From an optimization exercise on the open Yosys and OpenROAD flow, aimed at small area; shortcuts taken in it are not production practice.
At most, simulation tests tie the RTL to the original design; equivalence was not proved.
Power and IR drop assume default switching activity.

v14:
==> module mmu_tx_cnt_bank, before the edit <==
module mmu_tx_cnt_bank (
        input  wire                  clk_sys,
        input  wire                  rst,
        input  wire                  cpu_wr,
        input  wire [13:0]           sel_cnt,
        input  wire [3:0]            off,
        input  wire [31:0]           wdata,
        input  wire [13:0]           events,
        input  wire                  cnt_clr,
        output logic [27:0]          rd_hi,
        output logic [3:0]           rd_lo,
        output logic                 rd_pend
);
        localparam int n = 14;
        localparam int lo_w = 4;
        localparam int hi_w = 32 - lo_w;
        logic clr;
        logic [3:0] rot;
        logic [n-1:0] rot_hot;
        logic [n-1:0] head;
        logic [4:0] slot_sum;
        logic [3:0] slot;
        logic cnt_hit;
        logic [n-1:0] sel_slot;
        logic [n-1:0] ld_cnt;
        logic [n-1:0] ld_slot;
        logic [lo_w-1:0] lo_q [n];
        logic [n-1:0] pend_q;
        logic [hi_w-1:0] hi_q [n];
        logic [hi_w-1:0] hi_inc;
        logic pend_head;
        assign clr = cnt_clr | rst;
        always_ff @(posedge clk_sys) begin
                if (rst || rot == 4'd13) begin
                        rot <= '0;
                end else begin
                        rot <= rot + 4'd1;
                end
        end
        always_comb begin
                for (int s = 0; s < n; s++) begin
                        rot_hot[s] = (rot == 4'(s));
                end
                for (int i = 0; i < n; i++) begin
                        head[i] = rot_hot[n-1-i];
                end
        end
        assign slot_sum = {1'b0, off} + {1'b0, rot};
        assign slot = (slot_sum >= 5'd14) ? 4'(slot_sum - 5'd14) : slot_sum[3:0];
        assign cnt_hit = |sel_cnt;
        always_comb begin
                for (int s = 0; s < n; s++) begin
                        sel_slot[s] = cnt_hit && (slot == 4'(s));
                end
                for (int s = 0; s < n; s++) begin
                        ld_slot[s] = cpu_wr && sel_slot[(s + n - 1) % n];
                end
        end
        assign ld_cnt = {n{cpu_wr}} & sel_cnt;
        always_ff @(posedge clk_sys) begin
                for (int i = 0; i < n; i++) begin
                        if (clr) begin
                                lo_q[i] <= '0;
                                pend_q[i] <= 1'b0;
                        end else if (ld_cnt[i]) begin
                                lo_q[i] <= wdata[lo_w-1:0];
                                pend_q[i] <= 1'b0;
                        end else begin
                                lo_q[i] <= lo_q[i] + lo_w'(events[i]);
                                pend_q[i] <= (events[i] && (&lo_q[i])) || (pend_q[i] && !head[i]);
                        end
                end
        end
        always_comb begin
                pend_head = 1'b0;
                for (int i = 0; i < n; i++) begin
                        pend_head = pend_head | (head[i] & pend_q[i]);
                end
        end
        mmu_tx_inc #(.w(hi_w)) ring_inc_i (
                .a  (hi_q[n-1]),
                .ci (pend_head),
                .y  (hi_inc)
        );
        logic [n-1:0] hold_slot, load_slot;
        logic [hi_w-1:0] hi_prev [n];
        logic [hi_w-1:0] hi_nxt [n];
        assign hold_slot = ~ld_slot & {n{~clr}};
        assign load_slot = ld_slot & {n{~clr}};
        always_comb begin
                for (int s = 0; s < n; s++) begin
                        hi_prev[s] = (s == 0) ? hi_inc : hi_q[(s + n - 1) % n];
                        hi_nxt[s] = ({hi_w{hold_slot[s]}} & hi_prev[s]) |
                                    ({hi_w{load_slot[s]}} & wdata[31:lo_w]);
                end
        end
        always_ff @(posedge clk_sys) begin
                for (int s = 0; s < n; s++) begin
                        hi_q[s] <= hi_nxt[s];
                end
        end
        always_comb begin
                rd_hi = '0;
                rd_lo = '0;
                rd_pend = 1'b0;
                for (int s = 0; s < n; s++) begin
                        rd_hi = rd_hi | ({hi_w{sel_slot[s]}} & hi_q[s]);
                end
                for (int i = 0; i < n; i++) begin
                        rd_lo = rd_lo | ({lo_w{sel_cnt[i]}} & lo_q[i]);
                        rd_pend = rd_pend | (sel_cnt[i] & pend_q[i]);
                end
        end
endmodule
==> module mmu_tx_rd_mux, before the edit <==
module mmu_tx_rd_mux (
        input  wire              clk_sys,
        input  wire              rst,
        input  wire              cpu_rd,
        input  wire              sel_cfg,
        input  wire              sel_err,
        input  wire [4:0]        sel_sts,
        input  wire [10:0]       online_beat,
        input  wire [31:0]       err_q,
        input  wire [31:0]       sts_pkt_sta,
        input  wire [10:0]       sts_hacc_sn,
        input  wire [10:0]       sts_ddr_rsp_sn,
        input  wire [2:0]        sts_seq_info,
        input  wire [10:0]       sts_online_beat,
        input  wire [5:0]        sts_bd_sta,
        input  wire [27:0]       cnt_hi,
        input  wire [3:0]        cnt_lo,
        input  wire              cnt_pend,
        output logic [31:0]      rd_data,
        output logic             rd_valid
);
        logic [31:0] word;
        logic [31:0] word_q;
        logic pend_q;
        logic rd_q;
        always_comb begin
                word = ({32{sel_cfg}} & {21'd0, online_beat}) |
                       ({32{sel_err}} & err_q) |
                       ({32{sel_sts[0]}} & sts_pkt_sta) |
                       ({32{sel_sts[1]}} & {21'd0, sts_hacc_sn}) |
                       ({32{sel_sts[2]}} & {21'd0, sts_ddr_rsp_sn}) |
                       ({32{sel_sts[3]}} & {29'd0, sts_seq_info}) |
                       ({32{sel_sts[4]}} & {5'd0, sts_online_beat, 10'd0, sts_bd_sta});
                word = word | {cnt_hi, cnt_lo};
        end
        logic [27:0] hi_sum;
        mmu_tx_inc #(.w(28)) rd_inc_i (
                .a  (word_q[31:4]),
                .ci (pend_q),
                .y  (hi_sum)
        );
        always_ff @(posedge clk_sys) begin
                word_q <= word;
                pend_q <= cnt_pend;
                rd_data <= {hi_sum, word_q[3:0]};
        end
        always_ff @(posedge clk_sys or posedge rst) begin
                if (rst) begin
                        rd_q <= 1'b0;
                        rd_valid <= 1'b0;
                end else begin
                        rd_q <= cpu_rd;
                        rd_valid <= rd_q;
                end
        end
endmodule
clock: 4.0 ns
lec_check: 0
cap_margin: 20
core_margin: 2
core_utilization: 40
cts_buf_list: sky130_fd_sc_hd__clkbuf_4
slew_margin: 20
run.sh (not shown) runs the stock make flow with config.mk's settings and CLKGATE_MAP_FILE= SYNTH_SCRIPT=/design/flow/synth_recipe.tcl, a recipe that flattens the netlist after the stock synthesis.
## Diff of input files: v9 against v14
==> flow/design.v, changed modules only <==
module mmu_tx_cnt_bank (
        input  wire                  clk_sys,
        input  wire                  rst,
        input  wire                  cpu_wr,
        input  wire [13:0]           sel_cnt,
        input  wire [3:0]            off,
        input  wire [31:0]           wdata,
        input  wire [13:0]           events,
        input  wire                  cnt_clr,
        output logic [27:0]          rd_hi,
        output logic [3:0]           rd_lo,
        output logic                 rd_pend
);
        localparam int n = 14;
        localparam int lo_w = 4;
        localparam int hi_w = 32 - lo_w;
        logic clr;
        logic clr_d;
        logic [3:0] rot;
        logic [3:0] rot2;
        logic [n-1:0] rot_hot;
        logic [n-1:0] head;
        logic [4:0] sum_a;
        logic [4:0] sum_b;
        logic [3:0] slot;
        logic cnt_hit;
        logic [n-1:0] sel_slot;
        logic [n-1:0] ld_cnt;
        logic [n-1:0] ld_slot;
        logic [3:0] rd_slot_q;
        logic [lo_w-1:0] lo_q [n];
        logic [n-1:0] pend_q;
        logic [hi_w-1:0] hi_q [n];
        logic [hi_w-1:0] hi_inc;
        logic pend_head;
        assign clr = cnt_clr | rst;
        always_ff @(posedge clk_sys) begin
                if (rst || rot == 4'd13) begin
                        rot <= '0;
                end else begin
                        rot <= rot + 4'd1;
                end
                clr_d <= clr;
        end
        always_comb begin
                for (int s = 0; s < n; s++) begin
                        rot_hot[s] = (rot == 4'(s));
                end
                for (int i = 0; i < n; i++) begin
                        head[i] = rot_hot[n-1-i];
                end
        end
        assign rot2 = rot + 4'd2;
        assign sum_a = {1'b0, off} + {1'b0, rot};
        assign sum_b = {1'b0, off} + {1'b0, rot2};
        assign slot = sum_b[4] ? sum_b[3:0] : sum_a[3:0];
        assign cnt_hit = |sel_cnt;
        always_comb begin
                for (int s = 0; s < n; s++) begin
                        sel_slot[s] = cnt_hit && (slot == 4'(s));
                end
                for (int s = 0; s < n; s++) begin
                        ld_slot[s] = cpu_wr && sel_slot[(s + n - 1) % n];
                end
        end
        assign ld_cnt = {n{cpu_wr}} & sel_cnt;
        always_ff @(posedge clk_sys) begin
                for (int i = 0; i < n; i++) begin
                        if (clr) begin
                                lo_q[i] <= '0;
                                pend_q[i] <= 1'b0;
                        end else if (ld_cnt[i]) begin
                                lo_q[i] <= wdata[lo_w-1:0];
                                pend_q[i] <= 1'b0;
                        end else begin
                                lo_q[i] <= lo_q[i] + lo_w'(events[i]);
                                pend_q[i] <= (events[i] && (&lo_q[i])) || (pend_q[i] && !head[i]);
                        end
                end
        end
        always_comb begin
                pend_head = 1'b0;
                for (int i = 0; i < n; i++) begin
                        pend_head = pend_head | (head[i] & pend_q[i]);
                end
        end
        mmu_tx_inc #(.w(hi_w)) ring_inc_i (
                .a  (hi_q[n-1]),
                .ci (pend_head),
                .y  (hi_inc)
        );
        logic [n-1:0] hold_slot, load_slot;
        logic [hi_w-1:0] hi_prev [n];
        logic [hi_w-1:0] hi_nxt [n];
        assign hold_slot = ~ld_slot & {n{~clr_d}};
        assign load_slot = ld_slot & {n{~clr}};
        always_comb begin
                for (int s = 0; s < n; s++) begin
                        hi_prev[s] = (s == 0) ? hi_inc : hi_q[(s + n - 1) % n];
                        hi_nxt[s] = ({hi_w{hold_slot[s]}} & hi_prev[s]) |
                                    ({hi_w{load_slot[s]}} & wdata[31:lo_w]);
                end
        end
        always_ff @(posedge clk_sys) begin
                for (int s = 0; s < n; s++) begin
                        hi_q[s] <= hi_nxt[s];
                end
        end
        always_comb begin
                rd_lo = '0;
                rd_pend = 1'b0;
                for (int i = 0; i < n; i++) begin
                        rd_lo = rd_lo | ({lo_w{sel_cnt[i]}} & lo_q[i]);
                        rd_pend = rd_pend | (sel_cnt[i] & pend_q[i] & !head[i]);
                end
        end
        always_ff @(posedge clk_sys) begin
                rd_slot_q <= cnt_hit ? slot : 4'hf;
        end
        always_comb begin
                rd_hi = '0;
                for (int s = 0; s < n; s++) begin
                        rd_hi = rd_hi | ({hi_w{rd_slot_q == 4'((s + n - 1) % n)}} & hi_q[s]);
                end
        end
endmodule
module mmu_tx_rd_mux (
        input  wire              clk_sys,
        input  wire              rst,
        input  wire              cpu_rd,
        input  wire              sel_cfg,
        input  wire              sel_err,
        input  wire [4:0]        sel_sts,
        input  wire [10:0]       online_beat,
        input  wire [31:0]       err_q,
        input  wire [31:0]       sts_pkt_sta,
        input  wire [10:0]       sts_hacc_sn,
        input  wire [10:0]       sts_ddr_rsp_sn,
        input  wire [2:0]        sts_seq_info,
        input  wire [10:0]       sts_online_beat,
        input  wire [5:0]        sts_bd_sta,
        input  wire [27:0]       cnt_hi,
        input  wire [3:0]        cnt_lo,
        input  wire              cnt_pend,
        output logic [31:0]      rd_data,
        output logic             rd_valid
);
        logic [31:0] word;
        logic [31:0] word_q;
        logic pend_q;
        logic rd_q;
        always_comb begin
                word = ({32{sel_cfg}} & {21'd0, online_beat}) |
                       ({32{sel_err}} & err_q) |
                       ({32{sel_sts[0]}} & sts_pkt_sta) |
                       ({32{sel_sts[1]}} & {21'd0, sts_hacc_sn}) |
                       ({32{sel_sts[2]}} & {21'd0, sts_ddr_rsp_sn}) |
                       ({32{sel_sts[3]}} & {29'd0, sts_seq_info}) |
                       ({32{sel_sts[4]}} & {5'd0, sts_online_beat, 10'd0, sts_bd_sta});
                word = word | {28'd0, cnt_lo};
        end
        logic [27:0] hi_sum;
        mmu_tx_inc #(.w(28)) rd_inc_i (
                .a  (word_q[31:4] | cnt_hi),
                .ci (pend_q),
                .y  (hi_sum)
        );
        always_ff @(posedge clk_sys) begin
                word_q <= word;
                pend_q <= cnt_pend;
                rd_data <= {hi_sum, word_q[3:0]};
        end
        always_ff @(posedge clk_sys or posedge rst) begin
                if (rst) begin
                        rd_q <= 1'b0;
                        rd_valid <= 1'b0;
                end else begin
                        rd_q <= cpu_rd;
                        rd_valid <= rd_q;
                end
        end
endmodule
--- outcome ---
Logic depth of the worst setup path including buffers delta for v9 relative to v14: 2 lower. v14 -> v9: xor and xnor area share after synthesis flat. Summary of v9 over v14: headroom to the max-slew limit decreased 22 points; hold slack now larger; share of post-route cells with drive strength above 1 moved down; delay contributed by the slowest stage of the critical path saw an increase. | number of global-route vias before repair | v9 vs v14 | 1144 higher |. Summary of v9 over v14: proportion of power drawn by combinational gates lost 1.6 points; minimum setup slack in the final design fell by 0.063 ns.
No functional check of the RTL was part of v9.

## port drivers added, routing unchanged
Ports are ideal in the flow. The routed layouts listed here were re-timed in OpenROAD. Step 1 sets driving cells, clkbuf_16 on the clock port and buf_2 on the other inputs (assumed; they add their load-dependent delay and slew). Step 2, shift: input delay + t, output delay - t, t = (earliest + latest rising clock arrival at the registers) / 2. This alone moves slack from input paths to output paths. Slacks: ideal ports / drivers / drivers and shift; pairs: ideal ports / drivers.
run | t (ns) | setup WS [ns] | worst setup path after step 2 | slew at the worst register clock pin (ns)
v14 | 1.051 | 0.129 / 0.129 / -0.685 | input to register | 0.08 / 0.08
v9 | 1.064 | 0.066 / 0.066 / -0.315 | input to register | 0.07 / 0.07
With both steps, setup timing fails in v14 and v9, where it was met with ideal ports. For v14, which loses most, drivers alone change the setup slack by 0.000 ns; drivers and shift together by -0.814 ns.
